From an optimization exercise on the open Yosys and OpenROAD flow, aimed at small area, a short achievable clock period and few clock cycles per item; shortcuts taken in it are not production practice. Function was checked by simulation only, so behaviour that the tests miss may differ from the original.

Design hsb_to_rgb_converter, start of the top module:
module hsb_to_rgb_converter
(
    input  logic               clk,
    input  logic               rst_n,
    input  logic               in_valid,
    output logic               in_ready,
    input  logic [HUE_W-1:0]   hue_degrees,
    input  logic [PCT_W-1:0]   saturation_pct,
    input  logic [PCT_W-1:0]   brightness_pct,
    output logic               out_valid,
    input  logic               out_ready,
    output logic [LEVEL_W-1:0] red_level,
    output logic [LEVEL_W-1:0] green_level,
    output logic [LEVEL_W-1:0] blue_level
);
    logic advance;
    logic accept;
    logic skid_valid_reg;
    logic in_ready_reg;
    logic s2_valid_reg;
    logic s3_valid_reg;
    logic s4_valid_reg;
    logic out_valid_reg;
    logic [RAW_W-1:0] skid_reg;
    logic [RAW_W-1:0] s1_raw;
    logic [RAW_W-1:0] raw_in;
    logic [6:0] f_b, f_s;
    logic [5:0] f_rp;
    logic [2:0] f_sec;
    logic [6:0] b2_reg, s2_reg;
    logic [5:0] rp2_reg;
    logic [2:0] sec2_reg;
    logic [12:0] l2_x;
    logic [13:0] l2_bc;
    logic [12:0] x3_reg;
    logic [13:0] bc3_reg;
    logic [6:0]  b3_reg;
    logic [2:0]  sec3_reg;
    logic [19:0] l3_q;
    logic [7:0]  l3_vp;
    logic [7:0]  l3_vb;
    logic [19:0] q4_reg;
    logic [7:0]  vp4_reg;
    logic [7:0]  vb4_reg;
    logic [2:0]  sec4_reg;
    logic [7:0] l4_vm;
    logic [7:0] vb_out_reg;
    logic [7:0] vm_out_reg;
    logic [7:0] vp_out_reg;
    logic [2:0] sec_out_reg;
    assign raw_in    = {hue_degrees, saturation_pct, brightness_pct};
    assign advance   = !out_valid_reg || out_ready;
    assign in_ready  = in_ready_reg;
    assign accept    = in_valid && !skid_valid_reg;
    assign out_valid = out_valid_reg;
    assign s1_raw    = skid_valid_reg ? skid_reg : raw_in;
    always_ff @(posedge clk or negedge rst_n)
    begin
        if (!rst_n)
        begin
            skid_valid_reg <= 1'b0;
            in_ready_reg   <= 1'b1;
            s2_valid_reg   <= 1'b0;
            s3_valid_reg   <= 1'b0;
            s4_valid_reg   <= 1'b0;
            out_valid_reg  <= 1'b0;
        end
        else if (advance)
        begin
            skid_valid_reg <= 1'b0;
            in_ready_reg   <= 1'b1;
            s2_valid_reg   <= accept || skid_valid_reg;
            s3_valid_reg   <= s2_valid_reg;
            s4_valid_reg   <= s3_valid_reg;
  ...
clock: 10.0 ns
lec_check: 0
abc_clock_period_in_ps: 3000
cap_margin: 20
core_margin: 2
core_utilization: 40
setup_slack_margin: 5
slew_margin: 20
run.sh (not shown) runs the stock make flow with config.mk's settings and CLKGATE_MAP_FILE= SYNTH_SCRIPT=/design/flow/synth_recipe.tcl, a recipe that flattens the netlist after the stock synthesis.
Testbench counts at the start, summed over its fixed seeds: cycles 24,024, items 24,000.
Rerun with:
==> flow/flow/run.sh (new file) <==
#!/bin/bash
# The standard layout (standard.sh, all steps), with one change: Yosys's
# synth runs without its early internal ABC pass (SYNTH_ARGS=-noabc), so the
# explicit full/half adders of the datapath reach extract_fa as written and
# map to adder cells without inverters between them. The flow's own ABC
# mapping after adder extraction, the registers, the constraints and every
# later step are unchanged.
set -euo pipefail
bash standard.sh SYNTH_ARGS=-noabc finish > layout.log 2>&1
==> flow/standard.sh (new file) <==
#!/bin/bash
# synth_recipe.tcl (not shown) runs the flow's synth.tcl, then flattens the netlist and writes it again
# the make line also repeats each setting of config.mk as NAME=value (left out here)
make -C /OpenROAD-flow-scripts/flow DESIGN_CONFIG=/design/flow/config.mk WORK_HOME=/design/flow/orfs CLKGATE_MAP_FILE= SYNTH_SCRIPT=/design/flow/synth_recipe.tcl "${@:-finish}"
removed: flow/run.sh
Via count is lower by 6.3%.
Core utilization is lower by 0.12 points.
Cell area is lower by about 3.3%.
Wire length is lower by 5.8%.
Die area is lower by 3.2%.
Hold slack hardly moves.

========
before:
Another version of the RTL of hsb_to_rgb_converter (not shown whole).
Size in the first run: about 1700 cells after synthesis.
Design hsb_to_rgb_converter, start of the top module:
module hsb_to_rgb_converter
(
    input  logic               clk,
    input  logic               rst_n,
    input  logic               in_valid,
    output logic               in_ready,
    input  logic [HUE_W-1:0]   hue_degrees,
    input  logic [PCT_W-1:0]   saturation_pct,
    input  logic [PCT_W-1:0]   brightness_pct,
    output logic               out_valid,
    input  logic               out_ready,
    output logic [LEVEL_W-1:0] red_level,
    output logic [LEVEL_W-1:0] green_level,
    output logic [LEVEL_W-1:0] blue_level
);
export LEC_CHECK = 0
export ABC_CLOCK_PERIOD_IN_PS = 3000
export CAP_MARGIN = 20
export CORE_MARGIN = 2
export CORE_UTILIZATION = 60
export SETUP_SLACK_MARGIN = 5
export SLEW_MARGIN = 20
create_clock -name core_clock -period 10.0 [get_ports {clk}]
Stock flow here: none of the scripts above is used.
Testbench counts of before, summed over its fixed seeds: cycles 24,024, items 24,000.
The inputs of after differ from those of before as listed below.
Settings: removing ABC_CLOCK_PERIOD_IN_PS (formerly 3000); removing SETUP_SLACK_MARGIN (formerly 5); changing CORE_UTILIZATION from 60 to 40.
[summary]
Run comparison: before source of the critical timing path q_reg[17]$_DFFE_PN_; after source of the critical timing path s1_reg[18]$_DFFE_PN_
[after] post-route non-filler standard cell count rose about 5.6% relative to before
Routability-driven placement congestion ratio in after is 3.2% above before.
From before to after the numbers moved as follows: utilization has decreased, met2 demand-to-capacity share in global routing has decreased, count of clock-net buffers in the final layout has decreased, summed area of non-filler cells in the final layout has decreased.

========
Setup of lane 1:
Another version of the RTL of hsb_to_rgb_converter (not shown whole).
Size: roughly 200 flip-flops, roughly 18000 um^2 of cells after synthesis.
clock: 10.0 ns
lec_check: 0
abc_clock_period_in_ps: 3000
cap_margin: 20
core_margin: 2
core_utilization: 50
setup_slack_margin: 5
slew_margin: 20
Testbench counts of lane 1, summed over its fixed seeds: cycles 24,030, items 24,000.
--- input diff lane 1..lane 2 ---
==> flow/flow/run.sh (new file) <==
#!/bin/bash
set -euo pipefail
bash standard.sh SETUP_SLACK_MARGIN=6.6 finish > layout.log 2>&1
==> flow/standard.sh (new file) <==
#!/bin/bash
# synth_recipe.tcl (not shown) runs the flow's synth.tcl, then flattens the netlist and writes it again
# the make line also repeats each setting of config.mk as NAME=value (left out here)
make -C /OpenROAD-flow-scripts/flow DESIGN_CONFIG=/design/flow/config.mk WORK_HOME=/design/flow/orfs CLKGATE_MAP_FILE= SYNTH_SCRIPT=/design/flow/synth_recipe.tcl "${@:-finish}"
-- flow/config.mk --
<<< lane 1, line 11
export CORE_UTILIZATION = 50
>>> lane 2, line 11
export CORE_UTILIZATION = 40
removed: flow/run.sh
--- outcome ---
Lane 2 closes out successfully: all stages finished, all timing, DRC and antenna checks passed.
Beginning of the critical path = q4_reg[15]: lane 2; beginning of the critical path = q4_reg[17]: lane 1
Summary of lane 2 over lane 1: routed wire length rose 9.8%; filler cell count in the final layout saw an increase; non-clock buffer count up 116; max-cap violation count about even.

========
== build 17 ==
Another version of the RTL of hsb_to_rgb_converter (not shown whole).
Size: ~1600 cells after synthesis, roughly 130 flip-flops, roughly 53 I/O pins, ~0.017 mm^2 of cells after synthesis.
Settings: LEC_CHECK=0, ABC_CLOCK_PERIOD_IN_PS=3000, CAP_MARGIN=5, CORE_MARGIN=2, CORE_UTILIZATION=40, CTS_BUF_LIST=sky130_fd_sc_hd__clkbuf_8, SETUP_SLACK_MARGIN=5, SLEW_MARGIN=5; clock period 10.0 ns.
standard.sh (not shown) runs the stock make flow with config.mk's settings and CLKGATE_MAP_FILE= SYNTH_SCRIPT=/design/flow/synth_recipe.tcl, a recipe that flattens the netlist after the stock synthesis.
==> flow/flow/run.sh <==
#!/bin/bash
set -euo pipefail
bash standard.sh SYNTH_ARGS=-noabc SETUP_SLACK_MARGIN=5.5 "BUFFER_PORTS_ARGS=-buffer_cell sky130_fd_sc_hd__buf_2" finish > layout.log 2>&1
Build 17 completed end to end with timing, DRC and antenna clean.
Testbench counts of build 17, summed over its fixed seeds: cycles 24,024, items 24,000.
## Diff of input files: build 95 against build 17
Settings: CTS_BUF_LIST removed (was sky130_fd_sc_hd__clkbuf_8); SLEW_MARGIN changed from 5 to 20; CAP_MARGIN changed from 5 to 20.
==> flow/flow/run.sh <==
#!/bin/bash
# The standard layout (standard.sh, all steps), with two changes:
# - Yosys's synth runs without its early internal ABC pass (SYNTH_ARGS=-noabc),
#   so the explicit full/half adders of the datapath reach extract_fa as
#   written and map to adder cells without inverters between them; the
#   flow's own ABC mapping after adder extraction is unchanged;
# - every input and output port still gets a buffer, but a plain buf_2
#   (BUFFER_PORTS_ARGS) instead of the delay-cell buffer buffer_ports picks.
# The registers, the constraints and every other step are unchanged.
set -euo pipefail
bash standard.sh SYNTH_ARGS=-noabc "BUFFER_PORTS_ARGS=-buffer_cell sky130_fd_sc_hd__buf_2" finish > layout.log 2>&1
==> comparison <==
- As far as number of enable flip-flop cells after synthesis is concerned, build 17 and build 95 perform about the same.
- Build 17 -> build 95: final instance count without filler cells decreased slightly
- Worst reg-to-reg setup slack ended up 0.36 ns lower on build 95 than on build 17.
The inputs of build 98 differ from those of build 95 as listed below.
Settings: changing CAP_MARGIN from 20 to 5; setting CTS_BUF_LIST to sky130_fd_sc_hd__clkbuf_8 for the first time; changing SLEW_MARGIN from 20 to 5.
==> flow/flow/run.sh <==
#!/bin/bash
set -euo pipefail
bash standard.sh SYNTH_ARGS=-noabc SETUP_SLACK_MARGIN=5.55 "BUFFER_PORTS_ARGS=-buffer_cell sky130_fd_sc_hd__buf_2" finish > layout.log 2>&1
--- outcome ---
In the reports for build 95 and build 98, the larger via count belongs to build 98.
[compare] base=build 95 new=build 98: routed wire length +about 4.5%, design area +2.4%.
Summary of build 98 over build 95: shortest clock period the worst path allows after layout dropped 0.33 ns; first-pass GRT wire length saw an increase; number of non-clock buffers in the layout rose by about 50%.
The following lists how build 63 was set up differently from build 98:
Settings: SLEW_MARGIN: 5 -> 20; CAP_MARGIN: 5 -> 20.
Results
First-iteration DRC count came out exactly the same in build 63 and build 98.
Going from build 98 to build 63, half-perimeter wire length after detailed placement did not really move; total clock buffers created by CTS did not really move; worst setup slack after layout did not really move.
Comparing build 98 against build 63, there is no change at all in sequential cell count of the final layout.
Diff build 98 -> build 63: non-clock buffering overhead in the final layout roughly the same, time the worst path needs with I/O delays and setup roughly the same, path depth of the worst reg2reg path roughly the same.
Comparing build 98 against build 63, there is no change at all in final area.
## Diff of input files: build 86 against build 63
==> flow/flow/run.sh <==
#!/bin/bash
set -euo pipefail
bash standard.sh SYNTH_ARGS=-noabc SETUP_SLACK_MARGIN=5.45 "BUFFER_PORTS_ARGS=-buffer_cell sky130_fd_sc_hd__buf_2" finish > layout.log 2>&1
--- outcome ---
Build 86 vs build 63: number of vias per cell after detailed routing down slightly. Re iteration-0 DRC count of the detailed router: build 63 was higher than build 86. Delta (build 86 minus build 63): setup slack of the worst register-to-register path moved down, maximum operating frequency now sits lower, worst hold slack comparable. Build 86 vs build 63: final worst setup slack down in build 86. Summary of build 86 over build 63: largest net degree at the start of global routing climbed about 5.4%.
[inputs] build 92 vs build 86
==> flow/flow/run.sh <==
#!/bin/bash
set -euo pipefail
bash standard.sh SYNTH_ARGS=-noabc SETUP_SLACK_MARGIN=5.6 "BUFFER_PORTS_ARGS=-buffer_cell sky130_fd_sc_hd__buf_2" finish > layout.log 2>&1
Notes after the runs:
- Going from build 86 to build 92, count of buffers not belonging to the clock network in the layout went up 30; number of remaining DRC errors held; clock latency on the worst-skew pair held.

[afterwards: timing with drivers on the ports]
Ports are ideal in the flow. The routed layouts listed here were re-timed in OpenROAD. Step 1: set_driving_cell puts a clkbuf_16 on clk and a buf_2 on each other input, an assumption about the parent block. Step 2 also shifts input and output timing later by t, the mid clock arrival at the registers, as if the neighbouring blocks saw the same clock. Three values: no drivers, after step 1, after step 2; two values: the first two.
| run | t, ns | setup WS [ns] | hold slack, ns | worst setup path at the end | slew at the worst register clock pin (ns) |
|---|---|---|---|---|---|
| the first run of note 1 | 0.490 | 5.205 / 5.205 / 5.079 | 0.419 / 0.419 / 0.419 | input to register | 0.07 / 0.07 |
| the second run of note 1 | 0.486 | 5.167 / 5.167 / 5.167 | 0.419 / 0.419 / 0.419 | register to register | 0.07 / 0.07 |
| before | 0.483 | 4.853 / 4.853 / 4.853 | 0.423 / 0.423 / 0.423 | register to register | 0.07 / 0.07 |
| after | 0.500 | 4.316 / 4.316 / 4.316 | 0.421 / 0.421 / 0.421 | register to register | 0.07 / 0.07 |
| lane 1 | 0.506 | 5.172 / 5.172 / 5.172 | 0.410 / 0.410 / 0.410 | register to register | 0.09 / 0.09 |
| lane 2 | 0.501 | 5.274 / 5.274 / 5.274 | 0.423 / 0.423 / 0.423 | register to register | 0.08 / 0.08 |
| build 17 | 0.524 | 5.540 / 5.518 / 5.518 | 0.422 / 0.422 / 0.422 | input to output | 0.09 / 0.09 |
| build 95 | 0.482 | 5.236 / 5.212 / 5.212 | 0.417 / 0.417 / 0.417 | input to output | 0.06 / 0.06 |
| build 98 | 0.500 | 5.569 / 5.550 / 5.550 | 0.420 / 0.420 / 0.420 | input to output | 0.08 / 0.08 |
| build 63 | 0.500 | 5.569 / 5.550 / 5.550 | 0.420 / 0.420 / 0.420 | input to output | 0.08 / 0.08 |
| build 86 | 0.525 | 5.489 / 5.466 / 5.466 | 0.421 / 0.421 / 0.421 | input to output | 0.09 / 0.09 |
| build 92 | 0.510 | 5.551 / 5.513 / 5.513 | 0.418 / 0.418 / 0.418 | input to output | 0.09 / 0.09 |
After both steps every run listed still meets setup and hold. For the first run of note 1, which loses most, drivers alone change the setup slack by 0.000 ns; drivers and shift together by -0.126 ns.
